This design comes from an exercise in tuning for small area on the open sky130 flow, not from production work.
Only simulation tests tie the RTL to the original design; equivalence was not proved.
Power and IR drop assume default switching activity.

## flow/design.v (module list and top-level ports; edited modules follow where they fit)
// module dds_demod: 977 lines
// module dds_g_fa: 4 lines
// module dds_g_xor2: 3 lines
// module dds_g_xnor2: 3 lines
// module dds_g_nand2: 3 lines
// module dds_g_nor2: 3 lines
// module dds_g_or2: 3 lines
// module dds_g_and2: 3 lines
// module dds_g_orn2: 3 lines
// module dds_g_and3: 3 lines
// module dds_g_a21oi: 3 lines
// module dds_g_o21bai: 3 lines
// module dds_g_o22ai: 3 lines
// module dds_g_o21ai: 3 lines
// module dds_g_o22a: 3 lines
// module dds_g_inv: 3 lines
module dds_demod (
    input  logic               clk,
    input  logic               rst,
    input  logic               en,
    input  logic [3:0]         mode,
    input  logic               sym_start,
    input  logic               sample_valid,
    input  logic signed [11:0] wave,
    input  logic signed [11:0] ref_sin,
    input  logic signed [11:0] ref_cos,
    output logic [1:0]         data_out,
    output logic               data_valid,
    output logic               mode_err
);
  // ...
==> flow/flow/run.sh <==
#!/bin/bash
# Standard layout (standard.sh), with two changes passed to ORFS through its
# environment: the port buffers use a small buffer cell, and clock tree
# synthesis adds no dummy loads.
set -e
export BUFFER_PORTS_ARGS="-buffer_cell sky130_fd_sc_hd__buf_1"
export CTS_ARGS="-sink_clustering_enable -repair_clock_nets -buf_list sky130_fd_sc_hd__clkbuf_8 -dont_use_dummy_load"
bash standard.sh > standard.log 2>&1
==> flow/standard.sh <==
#!/bin/bash
# synth_recipe.tcl (not shown) runs the flow's synth.tcl, then flattens the netlist and writes it again
# the make line also repeats each setting of config.mk as NAME=value (left out here)
make -C /OpenROAD-flow-scripts/flow DESIGN_CONFIG=/design/flow/config.mk WORK_HOME=/design/flow/orfs CLKGATE_MAP_FILE= SYNTH_SCRIPT=/design/flow/synth_recipe.tcl "${@:-finish}"
==> flow/config.mk <==
export PLATFORM = sky130hd
export DESIGN_NAME = dds_demod
export DESIGN_NICKNAME = dds_demod
export VERILOG_FILES = /design/flow/design.v
export SDC_FILE = /design/flow/constraint.sdc
export NUM_CORES = 4
export LEC_CHECK = 0
export CAP_MARGIN = 0
export CORE_MARGIN = 2
export CORE_UTILIZATION = 65
export CTS_BUF_LIST = sky130_fd_sc_hd__clkbuf_8
export GPL_TIMING_DRIVEN = 0
export SLEW_MARGIN = 0
export SYNTH_HIERARCHICAL = 1
export SYNTH_MINIMUM_KEEP_SIZE = 0
==> flow/constraint.sdc <==
create_clock -name core_clock -period 10.0 [get_ports {clk}]
set_input_delay 2.0000 -clock core_clock [delete_from_list [all_inputs] [get_ports {clk}]]
set_output_delay 2.0000 -clock core_clock [all_outputs]
set_load 0.01 [all_outputs]
==> run_results.csv, run 1 <==
group,metric,value,unit
grt,track_usage,31.7,%
grt,grt_pass1_wl,40800,um
logic_synthesis,yosysSeqAreaShare,18.4,%
route,dr_wl_met3,1320,um
critical_path,cp-end-kind,"flop",
layout,multi_input_area,8200,um2
timing,hold_violations,0,
grt,use_met3,5.49,%
place,portBuffers,48,
place,dpl.hpwl,18800,um
grt,top_usage_layer,"met2",
cts,clk_latency,0.39,ns
cts,cts_hold_buf,0,
floorplanning,start_util,66.8,%
route,top_layer,"met4",
critical_path,startpoint_type,"primary input",
critical_path,endpoint,"ci_acc[31]",
run_status,status,"timing/DRC/antenna clean",
timing,final.period_utilization,93.2,%
floorplanning,dieHeight,129,um
critical_path,r2r_slack,1.72,ns
logic_synthesis,synth_nets,1253,
layout,drive_gt1_share,2.95,%
timing,drv_slew,0,
critical_path,critical-path-max-stage-delay,0.56,ns
critical_path,cp_common_cell,"nor2_1",
timing,finalSetupTns,0,ns
power,leakage,3.41,nW
timing,whs,0.500,ns
route,routedWlPerCell,18.4,um
critical_path,worst-path-buf-inv,1,
layout,inverters,37,
logic_synthesis,synthTopCellsByCount,"154 x xnor2_1, 148 x fa_1, 145 x o22ai_1",
route,first_pass_iters,5,
route,route.final.wire_length,24400,um
route,drt-initial-drc-count,562,
power,combPwrFrac,71.9,%
power,pg_clk,0.201,mW
grt,grt_overflow,0,
worst_hold_path,hold_end,"active_reg",
cts,cts_tree,"done",
cts,htreeDepth,3,
critical_path,arrival,9.65,ns
cts,cts_setup_buffers,0,
==> inputs of run 2 (changes only) <==
--- a/flow/design.v
+++ b/flow/design.v
@@ -19,7 +19,7 @@
     logic [1:0]        dec_reg, dout_reg;
     logic [31:0]      ci_acc, cq_acc, ci_sum, cq_sum;
-    logic              start, step, take, ntake, clr, last;
-    logic [11:0]       wg, nref_cos, nref_sin;
-    logic [5:0]        bx1, bx2, bnneg, bnegx;
+    logic              start, step, take, clr, last;
+    logic [11:0]       nref_cos, nref_sin;
+    logic [5:0]        bx1, bx2, bnegx;
     logic              take_ci, take_cq, clr_ci, clr_cq, tk;
     logic [1:0]        mcls;
@@ -30,9 +30,7 @@
     assign take  = en & (start | step);
     assign tk    = sym_start | active_reg;
-    assign ntake = ~take;
     assign clr   = en & start;
     assign nclr  = ~clr;
     assign last  = step & ~sym_start & (cnt_reg == 9'd314);   
-    assign wg    = take ? wave : 12'd0;
     assign nref_cos = ~ref_cos;
     assign nref_sin = ~ref_sin;
@@ -48,5 +46,4 @@
         assign bx1[r]   = b1 ^ b0;
         assign bx2[r]   = (b2 & ~b1 & ~b0) | (~b2 & b1 & b0);
-        assign bnneg[r] = ~(take & b2);
         assign bnegx[r] = b2 | ~take;
     end
==> run_results.csv, run 2 <==
group,metric,value,unit
place,postPlaceCellArea,10700,um2
critical_path,cp-end-kind,"flop",
layout,final_design_area_no_fill,10800,um2
layout,final_cell_mix,"154 x xnor2_1, 148 x fa_1, 145 x o22ai_1",
timing,period_minus_slack,9.35,ns
critical_path,path_max_fanout,18,
floorplanning,core_area,15300,um2
logic_synthesis,ys_async_sr_fraction,9.41,%
cts,cts-root-buf,"clkbuf_8",
logic_synthesis,yosysTopAreaCellShare,29.1,%
logic_synthesis,syn-cell-area,10200,um2
layout,multi_input_area,8200,um2
critical_path,critPathRequiredTime,10.34,ns
critical_path,arrival,9.68,ns
worst_hold_path,hold_class,"flop to flop",
route,routedWlPerCell,18.1,um
floorplanning,dieWidth,129,um
grt,antenna_found_initial,0,
place,portBuffers,48,
layout,finalNetCount,1313,
floorplanning,start_util,66.8,%
logic_synthesis,synth_top_cell_by_area,"fa_1",
route,drt-initial-drc-count,636,
place,gp_congestion,0.839,
critical_path,cp_top_family,"simple AND/OR/NAND/NOR gates",
logic_synthesis,synth_nets,1253,
power,pwr_density_cell,264,nW/um2
grt,track_usage,31.2,%
logic_synthesis,yosysMostFrequentCell,"xnor2_1",
power,worst_ir_drop_vdd,0.142,mV
critical_path,rr_startpoint,"ci_acc[31]",
cts,cts_made_buffers,9,
layout,final_common_cell,"xnor2_1",
cts,cts_tree,"done",
layout,antenna_cells,0,
route,avgViaCountPerCell,5.95,
grt,grt_overflow,0,
job,max-cap-violations,0,
worst_hold_path,hold_depth,1,
critical_path,cp_common_cell,"nor2_1",
grt,first_global_vias,8134,
logic_synthesis,syn-instance-count,1060,
timing,clock_skew,0.0402,ns
worst_hold_path,hold_path.startpoint,"dec_reg[0]",
layout,post-route-util,70.8,%
timing,final.period_utilization,93.5,%
place,pre_cts_ws,-0.246,ns
floorplanning,ios,49,
critical_path,r2r_cells,34,
critical_path,startpoint,"sym_start",
timing,drv_slew,0,
critical_path,worst-path-buf-inv,1,
floorplanning,die-area,16700,um2
cts,clock_path_buffers,2,
timing,relSlewSlack,36.5,%
critical_path,critPathKind,"primary input to flop",
layout,nFillCells,1244,
place,dpl.hpwl,18500,um
layout,ff_latch_area,1870,um2
critical_path,startpoint_type,"primary input",
timing,setup_viol,0,
floorplanning,dieHeight,129,um
logic_synthesis,syn_area_per_cell,9.61,um2
logic_synthesis,ys_ff_latch,85,
layout,synthToLayoutAreaGrowth,6.03,%
critical_path,critPathSlowestCell,"fa_1",
cts,htreeDepth,3,
route,drc_errors,0,
timing,tightestPinTransition,0.952,ns
power,leakage,3.41,nW
grt,grt_max_degree,19,
timing,rsz0062_at_grt,"false",
cts,clk_latency,0.40,ns
cts,cts_setup_buffers,0,
timing,hold_violations,0,
critical_path,critical-path-max-stage-delay,0.46,ns
layout,drive_gt1_share,3.13,%
logic_synthesis,yosysSeqAreaShare,18.4,%
route,postRouteAntennaNets,0,
cts,cts_hold_buf,0,
power,finalPower,2.85,mW
logic_synthesis,synth_edf_count,13,
logic_synthesis,synthTopCellsByCount,"154 x xnor2_1, 148 x fa_1, 145 x o22ai_1",
route,via_count,7902,
logic_synthesis,ys_types,35,
logic_synthesis,synthTopCellsByArea,"fa_1 29%, xnor2_1 13%, dfxtp_1 13%, xor2_1 9.0%, o22ai_1 8.9%",
grt,grt_pass1_wl,40200,um
cts,cts.clk_slew.worst_paths,0.11,ns
logic_synthesis,ys.warnings.count,7,
route,route.final.wire_length,24100,um
critical_path,worst-path-stages,38,
timing,fin_ws,0.654,ns
cts,cts_sinks,85,
route,first_pass_iters,5,
timing,fmax,0.107,GHz
timing,finalSetupTns,0,ns
floorplanning,num_rows,45,
run_status,status,"timing/DRC/antenna clean",
logic_synthesis,synth_top_flop_cell,"dfxtp_1",
run 2: final timing paths:
kind / endpoint / slack, ns
setup / recovery: ci_acc[31] / 0.65
hold / removal: dout_reg[0] / 0.48
setup reg to reg: dec_reg[0] / 1.65
hold reg to reg: dout_reg[0] / 0.48
max in group asynchronous: dv_reg / 8.18
min in group asynchronous: dout_reg[0] / 1.50
run 2: metal layers:
| layer | wire length (um) | up-vias | GRT usage, % |
|---|---|---|---|
| met1 | 9830 | 3908 | 40.4 |
| met4 | 509 | 0 | 9.97 |
| li1 | - | 3719 | - |
| met2 | 12300 | 236 | 53.8 |
| met5 | 0 | - | 0 |
| met3 | 1410 | 39 | 5.16 |
run 2: logic make-up after synthesis:
group / Yosys count / share of synthesized area [%]
and+or+nand+nor: 312 / 14.4
xor gates and xnor gates: 259 / 22.3
AOI/OAI and AO/OA: 214 / 14.0
adders and majority gates: 148 / 29.1
DFF: 85 / 18.4
buffers and inverters: 38 / 1.40
muxes: 4 / 0.430
run 2: stage by stage:
step                std cells  hold slack [ns]
global placement         1319            0.472
CTS                      1329            0.491
detailed placement       1320            0.470
floorplan                1060            0.455
global route             1329            0.509
finish                   1329            0.484
run 2: final cells by class:
class                      instances  area share, %
buffer                             1         0.0348
clock buffer                       9           1.15
inverter                          37           1.29
multi-input combinational        937           75.9
sequential                        85           17.3
tap                              211           2.44
timing repair buffer              49           1.82
run 2: where the power goes:
part           switching [mW]  leakage, nW  internal, mW
Clock                   0.120       0.0647        0.0807
Sequential             0.0976        0.757         0.502
Combinational            1.09         2.59         0.960
Total                    1.31         3.41          1.54
run 2: Yosys stat by module (local to each module, per instance), a selection:
module | cells | times used | area (um2) | flops+latches
dds_g_xnor2 | 1 | 152 | 8.76 | 0
dds_g_fa | 1 | 148 | 20.0 | 0
dds_demod | 195 | 1 | 2490 | 85
dds_g_xor2 | 1 | 100 | 8.76 | 0
dds_g_a21oi | 1 | 12 | 8.76 | 0
dds_g_o22a | 1 | 28 | 8.76 | 0
dds_g_o21bai | 1 | 6 | 7.51 | 0
dds_g_and3 | 1 | 2 | 6.26 | 0
dds_g_o21ai | 1 | 12 | 5.00 | 0
dds_g_or2 | 1 | 20 | 6.26 | 0
dds_g_and2 | 1 | 39 | 6.26 | 0
dds_g_nor2 | 1 | 80 | 3.75 | 0
dds_g_orn2 | 1 | 12 | 6.26 | 0
dds_g_nand2 | 1 | 106 | 3.75 | 0
dds_g_inv | 1 | 4 | 3.75 | 0
run 2: what timing repair did:
action	4_1_cts	5_1_grt
endpoints found under the hold margin	0	0
setup endpoints to repair	0	8
resized for setup	0	8

==> afterwards: timing with drivers on the ports <==
In the flow no input, the clock included, has a driving cell. The finished layouts below were timed again as built, in two steps.
Step 1 (the two cells are an assumption about what drives the block):
set clk [get_ports {clk}]
set_driving_cell -lib_cell sky130_fd_sc_hd__clkbuf_16 $clk
set_driving_cell -lib_cell sky130_fd_sc_hd__buf_2 [delete_from_list [all_inputs] $clk]
Step 2 times the ports against the registers' clock, not the clock port: input delays grow and output delays shrink by t, the midpoint of the rising clock arrivals with the driver on.
a / b / c = ideal ports / drivers / drivers and shift; a / b = the first two.
| run | t, ns | setup WS [ns] | worst setup path after step 2 | latest minus earliest clock arrival (ns) | worst register clock-pin slew, ns |
|---|---|---|---|---|---|
| run 1 | 0.419 | 0.681 / 0.705 / 0.285 | input to register | 0.035 / 0.035 | 0.10 / 0.10 |
| run 2 | 0.421 | 0.654 / 0.675 / 0.254 | input to register | 0.040 / 0.040 | 0.11 / 0.11 |
After both steps setup and hold are still met in every run listed. For run 2, which loses most, drivers alone change the setup slack by +0.021 ns; drivers and shift together by -0.400 ns.
